Source: an optimization exercise on an open RTL-to-GDS flow (aim: small area). Production flows keep margins and buffers that such runs may drop.
The RTL was checked by simulation tests, not by an equivalence proof against the original design.
No activity file was given, so power comes from the tool's default toggle rates.

==> flow/design.v <==
package regfile_pkg;
    localparam int unsigned XLEN_DEF  = 32;
    localparam int unsigned DEPTH_DEF = 32;
    localparam int unsigned NREAD_DEF = 2;
    localparam int unsigned AW_DEF    = $clog2(DEPTH_DEF);
    typedef logic [XLEN_DEF-1:0] xword_t;
    typedef logic [AW_DEF-1:0]   raddr_t;
    localparam raddr_t ZERO_REG = '0;
endpackage
module regfile_scoreboard (
    input  logic        CLK,
    input  logic        RESET_N,
    input  logic        issue_valid_i,
    input  logic [4:0]  issue_rd_i,
    input  logic [4:0]  waddr_i,
    input  logic [31:1] clr_i,
    input  logic [31:1] keep_i,
    output logic [31:1] busy_o,
    output logic [5:0]  pending_cnt_o
);
    logic [31:1] busy_q, busy_d;
    logic [31:1] set_vec;
    logic [5:0]  cnt_q, cnt_d;
    logic        set_any, busy_at_set, busy_at_clr, same_rd;
    logic        inc, dec;
    regfile_dec1 u_sdec (
        .en_i (issue_valid_i),
        .a_i  (issue_rd_i),
        .y_o  (set_vec)
    );
    regfile_rdmux u_set_mux (
        .d_i (busy_q),
        .s_i (set_vec),
        .y_o (busy_at_set)
    );
    regfile_rdmux u_clr_mux (
        .d_i (busy_q),
        .s_i (clr_i),
        .y_o (busy_at_clr)
    );
    always_comb begin
        busy_d  = (busy_q & keep_i) | set_vec;
        set_any = issue_valid_i && (issue_rd_i != 5'd0);
        same_rd = set_any && (issue_rd_i == waddr_i);
        inc     = set_any && !busy_at_set;
        dec     = busy_at_clr && !same_rd;
        cnt_d   = cnt_q + 6'(inc) - 6'(dec);
    end
    always_ff @(posedge CLK or negedge RESET_N) begin
        if (!RESET_N) begin
            busy_q <= '0;
            cnt_q  <= '0;
        end else begin
            busy_q <= busy_d;
            cnt_q  <= cnt_d;
        end
    end
    assign busy_o        = busy_q;
    assign pending_cnt_o = cnt_q;
endmodule
module regfile_multiport_sb #(
    parameter int unsigned XLEN  = regfile_pkg::XLEN_DEF,
    parameter int unsigned DEPTH = regfile_pkg::DEPTH_DEF,
    parameter int unsigned NREAD = regfile_pkg::NREAD_DEF,
    localparam int unsigned AW   = $clog2(DEPTH)
) (
    input  logic                  CLK,
    input  logic                  RESET_N,
    input  logic [NREAD*AW-1:0]   RADDR,
    output logic [NREAD*XLEN-1:0] RDATA,
    output logic [NREAD-1:0]      RBUSY,
    input  logic                  WE,
    input  logic [AW-1:0]         WADDR,
    input  logic [XLEN-1:0]       WDATA,
    input  logic                  ISSUE_VALID,
    input  logic [AW-1:0]         ISSUE_RD,
    output logic [AW:0]           PENDING_CNT
);
    logic [XLEN-1:0]  mem_q [1:DEPTH-1];
    logic [DEPTH-1:1] valid_q;
    logic [DEPTH-1:1] wr_row, hold_row;
    logic [DEPTH-1:1] busy;
    regfile_dec u_wdec (
        .en_i  (WE),
        .a_i   (WADDR),
        .y_o   (wr_row),
        .y_n_o (hold_row)
    );
    for (genvar r = 1; r < DEPTH; r++) begin : g_row
        logic [XLEN-1:0] mem_d;
        for (genvar b = 0; b < XLEN; b++) begin : g_bit
            regfile_hold u_hold (
                .we_i   (wr_row[r]),
                .hold_i (hold_row[r]),
                .w_i    (WDATA[b]),
                .q_i    (mem_q[r][b]),
                .d_o    (mem_d[b])
            );
        end
        always_ff @(posedge CLK) begin
            mem_q[r] <= mem_d;
        end
    end
    always_ff @(posedge CLK or negedge RESET_N) begin
        if (!RESET_N) begin
            valid_q <= '0;
        end else begin
            valid_q <= valid_q | wr_row;
        end
    end
    regfile_scoreboard u_scoreboard (
        .CLK           (CLK),
        .RESET_N       (RESET_N),
        .issue_valid_i (ISSUE_VALID),
        .issue_rd_i    (ISSUE_RD),
        .waddr_i       (WADDR),
        .clr_i         (wr_row),
        .keep_i        (hold_row),
        .busy_o        (busy),
        .pending_cnt_o (PENDING_CNT)
    );
    for (genvar i = 0; i < NREAD; i++) begin : g_rport
        logic [DEPTH-1:1] dec, sel;
        regfile_rdec u_rdec (
            .a_i     (RADDR[i*AW +: AW]),
            .valid_i (valid_q),
            .dec_o   (dec),
            .sel_o   (sel)
        );
        for (genvar b = 0; b < XLEN; b++) begin : g_bit
            logic [DEPTH-1:1] col;
            for (genvar r = 1; r < DEPTH; r++) begin : g_col
                assign col[r] = mem_q[r][b];
            end
            regfile_rdmux u_mux (
                .d_i (col),
                .s_i (sel),
                .y_o (RDATA[i*XLEN + b])
            );
        end
        regfile_rdmux u_busy_mux (
            .d_i (busy),
            .s_i (dec),
            .y_o (RBUSY[i])
        );
    end
endmodule
module regfile_dec (
    input  logic        en_i,
    input  logic [4:0]  a_i,
    output logic [31:1] y_o,
    output logic [31:1] y_n_o
);
    logic [3:0] lo, lo_n;
    logic [7:0] hi, hi_n;
    regfile_predec_en u_pre (
        .en_i (en_i), .a_i (a_i), .lo_n_o (lo_n), .hi_n_o (hi_n)
    );
    for (genvar k = 0; k < 4; k++) begin : g_lo
        regfile_inv u_inv (.a_i (lo_n[k]), .y_o (lo[k]));
    end
    for (genvar k = 0; k < 8; k++) begin : g_hi
        regfile_inv u_inv (.a_i (hi_n[k]), .y_o (hi[k]));
    end
    for (genvar r = 1; r < 32; r++) begin : g_r
        regfile_nor2  u_y   (.a_i (lo_n[r % 4]), .b_i (hi_n[r / 4]), .y_o (y_o[r]));
        regfile_nand2 u_y_n (.a_i (lo[r % 4]),   .b_i (hi[r / 4]),   .y_o (y_n_o[r]));
    end
endmodule
module regfile_dec1 (
    input  logic        en_i,
    input  logic [4:0]  a_i,
    output logic [31:1] y_o
);
    logic [3:0] lo_n;
    logic [7:0] hi_n;
    regfile_predec_en u_pre (
        .en_i (en_i), .a_i (a_i), .lo_n_o (lo_n), .hi_n_o (hi_n)
    );
    for (genvar r = 1; r < 32; r++) begin : g_r
        regfile_nor2 u_y (.a_i (lo_n[r % 4]), .b_i (hi_n[r / 4]), .y_o (y_o[r]));
    end
endmodule
module regfile_rdec (
    input  logic [4:0]  a_i,
    input  logic [31:1] valid_i,
    output logic [31:1] dec_o,
    output logic [31:1] sel_o
);
    logic [3:0] lo_n;
    logic [7:0] hi_n;
    regfile_predec u_pre (
        .a_i (a_i), .lo_n_o (lo_n), .hi_n_o (hi_n)
    );
    for (genvar r = 1; r < 32; r++) begin : g_r
        regfile_nor2 u_dec (.a_i (lo_n[r % 4]), .b_i (hi_n[r / 4]), .y_o (dec_o[r]));
        regfile_and2 u_sel (.a_i (dec_o[r]), .b_i (valid_i[r]), .y_o (sel_o[r]));
    end
endmodule
module regfile_predec (
    input  logic [4:0] a_i,
    output logic [3:0] lo_n_o,
    output logic [7:0] hi_n_o
);
    logic [4:0] a_n;
    for (genvar i = 0; i < 5; i++) begin : g_inv
        regfile_inv u_inv (.a_i (a_i[i]), .y_o (a_n[i]));
    end
    for (genvar k = 0; k < 4; k++) begin : g_lo
        regfile_nand2 u_lo (
            .a_i ((k & 1) ? a_i[0] : a_n[0]),
            .b_i ((k & 2) ? a_i[1] : a_n[1]),
            .y_o (lo_n_o[k])
        );
    end
    for (genvar k = 0; k < 8; k++) begin : g_hi
        regfile_nand3 u_hi (
            .a_i ((k & 1) ? a_i[2] : a_n[2]),
            .b_i ((k & 2) ? a_i[3] : a_n[3]),
            .c_i ((k & 4) ? a_i[4] : a_n[4]),
            .y_o (hi_n_o[k])
        );
    end
endmodule
module regfile_predec_en (
    input  logic       en_i,
    input  logic [4:0] a_i,
    output logic [3:0] lo_n_o,
    output logic [7:0] hi_n_o
);
    logic [4:0] a_n;
    for (genvar i = 0; i < 5; i++) begin : g_inv
        regfile_inv u_inv (.a_i (a_i[i]), .y_o (a_n[i]));
    end
    for (genvar k = 0; k < 4; k++) begin : g_lo
        regfile_nand2 u_lo (
            .a_i ((k & 1) ? a_i[0] : a_n[0]),
            .b_i ((k & 2) ? a_i[1] : a_n[1]),
            .y_o (lo_n_o[k])
        );
    end
    for (genvar k = 0; k < 8; k++) begin : g_hi
        regfile_nand4 u_hi (
            .a_i ((k & 1) ? a_i[2] : a_n[2]),
            .b_i ((k & 2) ? a_i[3] : a_n[3]),
            .c_i ((k & 4) ? a_i[4] : a_n[4]),
            .d_i (en_i),
            .y_o (hi_n_o[k])
        );
    end
endmodule
module regfile_inv (
    input  logic a_i,
    output logic y_o
);
    assign y_o = ~a_i;
endmodule
module regfile_nand2 (
    input  logic a_i, b_i,
    output logic y_o
);
    assign y_o = ~(a_i & b_i);
endmodule
module regfile_nand3 (
    input  logic a_i, b_i, c_i,
    output logic y_o
);
    assign y_o = ~(a_i & b_i & c_i);
endmodule
module regfile_nand4 (
    input  logic a_i, b_i, c_i, d_i,
    output logic y_o
);
    assign y_o = ~(a_i & b_i & c_i & d_i);
endmodule
module regfile_nor2 (
    input  logic a_i, b_i,
    output logic y_o
);
    assign y_o = ~(a_i | b_i);
endmodule
module regfile_and2 (
    input  logic a_i, b_i,
    output logic y_o
);
    assign y_o = a_i & b_i;
endmodule
module regfile_hold (
    input  logic we_i,
    input  logic hold_i,
    input  logic w_i,
    input  logic q_i,
    output logic d_o
);
    assign d_o = (w_i & we_i) | (q_i & hold_i);
endmodule
module regfile_aoi222 (
    input  logic a1, a2, b1, b2, c1, c2,
    output logic y
);
    assign y = ~((a1 & a2) | (b1 & b2) | (c1 & c2));
endmodule
module regfile_rdmux (
    input  logic [31:1] d_i,
    input  logic [31:1] s_i,
    output logic        y_o
);
    logic [10:0] t_n;
    for (genvar g = 0; g < 10; g++) begin : g_aoi
        regfile_aoi222 u_aoi (
            .a1 (s_i[3*g+1]), .a2 (d_i[3*g+1]),
            .b1 (s_i[3*g+2]), .b2 (d_i[3*g+2]),
            .c1 (s_i[3*g+3]), .c2 (d_i[3*g+3]),
            .y  (t_n[g])
        );
    end
    assign t_n[10] = ~(s_i[31] & d_i[31]);
    assign y_o = ~&t_n;
endmodule
==> flow/config.mk <==
export PLATFORM = sky130hd
export DESIGN_NAME = regfile_multiport_sb
export DESIGN_NICKNAME = regfile_multiport_sb
export VERILOG_FILES = /design/flow/design.v
export SDC_FILE = /design/flow/constraint.sdc
export NUM_CORES = 4
export LEC_CHECK = 0
export CAP_MARGIN = 0
export CORE_MARGIN = 2
export CORE_UTILIZATION = 50
export CTS_BUF_LIST = sky130_fd_sc_hd__clkbuf_8
export GPL_TIMING_DRIVEN = 0
export PLACE_DENSITY = 0.72
export SETUP_SLACK_MARGIN = 0.2
export SLEW_MARGIN = 0
export SYNTH_HIERARCHICAL = 1
==> flow/constraint.sdc <==
create_clock -name core_clock -period 6.0 [get_ports {CLK}]
set_input_delay 1.2000 -clock core_clock [delete_from_list [all_inputs] [get_ports {CLK}]]
set_output_delay 1.2000 -clock core_clock [all_outputs]
set_load 0.01 [all_outputs]
standard.sh (not shown) runs the stock make flow with config.mk's settings and CLKGATE_MAP_FILE= SYNTH_SCRIPT=/design/flow/synth_recipe.tcl, a recipe that flattens the netlist after the stock synthesis.
==> flow/flow/run.sh <==
#!/bin/bash
# Layout: the standard flow (standard.sh), with the input/output port
# buffers made of the smallest buffer, placement repair limited to small
# buffers, and a clock tree built without dummy loads and with larger sink
# clusters. Each tool's output goes to the ORFS logs under orfs/logs; make's
# own output goes to standard.log here.
set -euo pipefail
here=$(pwd)
bash standard.sh \
  'BUFFER_PORTS_ARGS=-buffer_cell sky130_fd_sc_hd__buf_1' \
  "PRE_RESIZE_TCL=$here/flow/pre_resize.tcl" \
  'CTS_ARGS=-sink_clustering_enable -repair_clock_nets -dont_use_dummy_load -buf_list {sky130_fd_sc_hd__clkbuf_8} -sink_clustering_size 18 -sink_clustering_max_diameter 60' \
  finish > standard.log 2>&1
==> flow/flow/pre_resize.tcl <==
# Keep placement repair to small buffers: the high-fanout nets here are
# short and need only modest drive.
set_dont_use [get_lib_cells {sky130_fd_sc_hd__buf_4 sky130_fd_sc_hd__buf_6 sky130_fd_sc_hd__buf_8 sky130_fd_sc_hd__buf_12 sky130_fd_sc_hd__buf_16 sky130_fd_sc_hd__bufbuf_8 sky130_fd_sc_hd__bufbuf_16}]
Edit:
PLACE_DENSITY = 0.85   (was 0.72)
Design area barely changes.
Worst setup slack is better by 0.091 ns.
Via count is higher by a few percent.
Cell count hardly moves.
Combinational power hardly moves.
Worst hold slack is better by 0.0079 ns.
Register-to-register slack is worse by 0.04 ns.
Wire length is lower slightly.

afterwards: timing with drivers on the ports:
The results above use ideal ports. As a check the final layouts listed here were re-extracted and re-timed, cells and wires unchanged.
Step 1 assumes that a clkbuf_16 drives the clock port and a buf_2 every other input.
Step 2, shift: input delay + t, output delay - t, t = (earliest + latest rising clock arrival at the registers) / 2. This alone moves slack from input paths to output paths.
a / b / c = ideal / step 1 / step 2; a / b = the first two.
| run | shift t [ns] | setup slack, ns | worst setup path at the end |
|---|---|---|---|
| the first run | 0.786 | 0.272 / 0.214 / 0.030 | input to register |
| the second run | 0.784 | 0.363 / 0.256 / 0.161 | input to register |
After both steps every run listed still meets setup and hold. The setup slack of the first run, which loses most, moves by -0.058 ns with the drivers and by -0.242 ns with both steps.
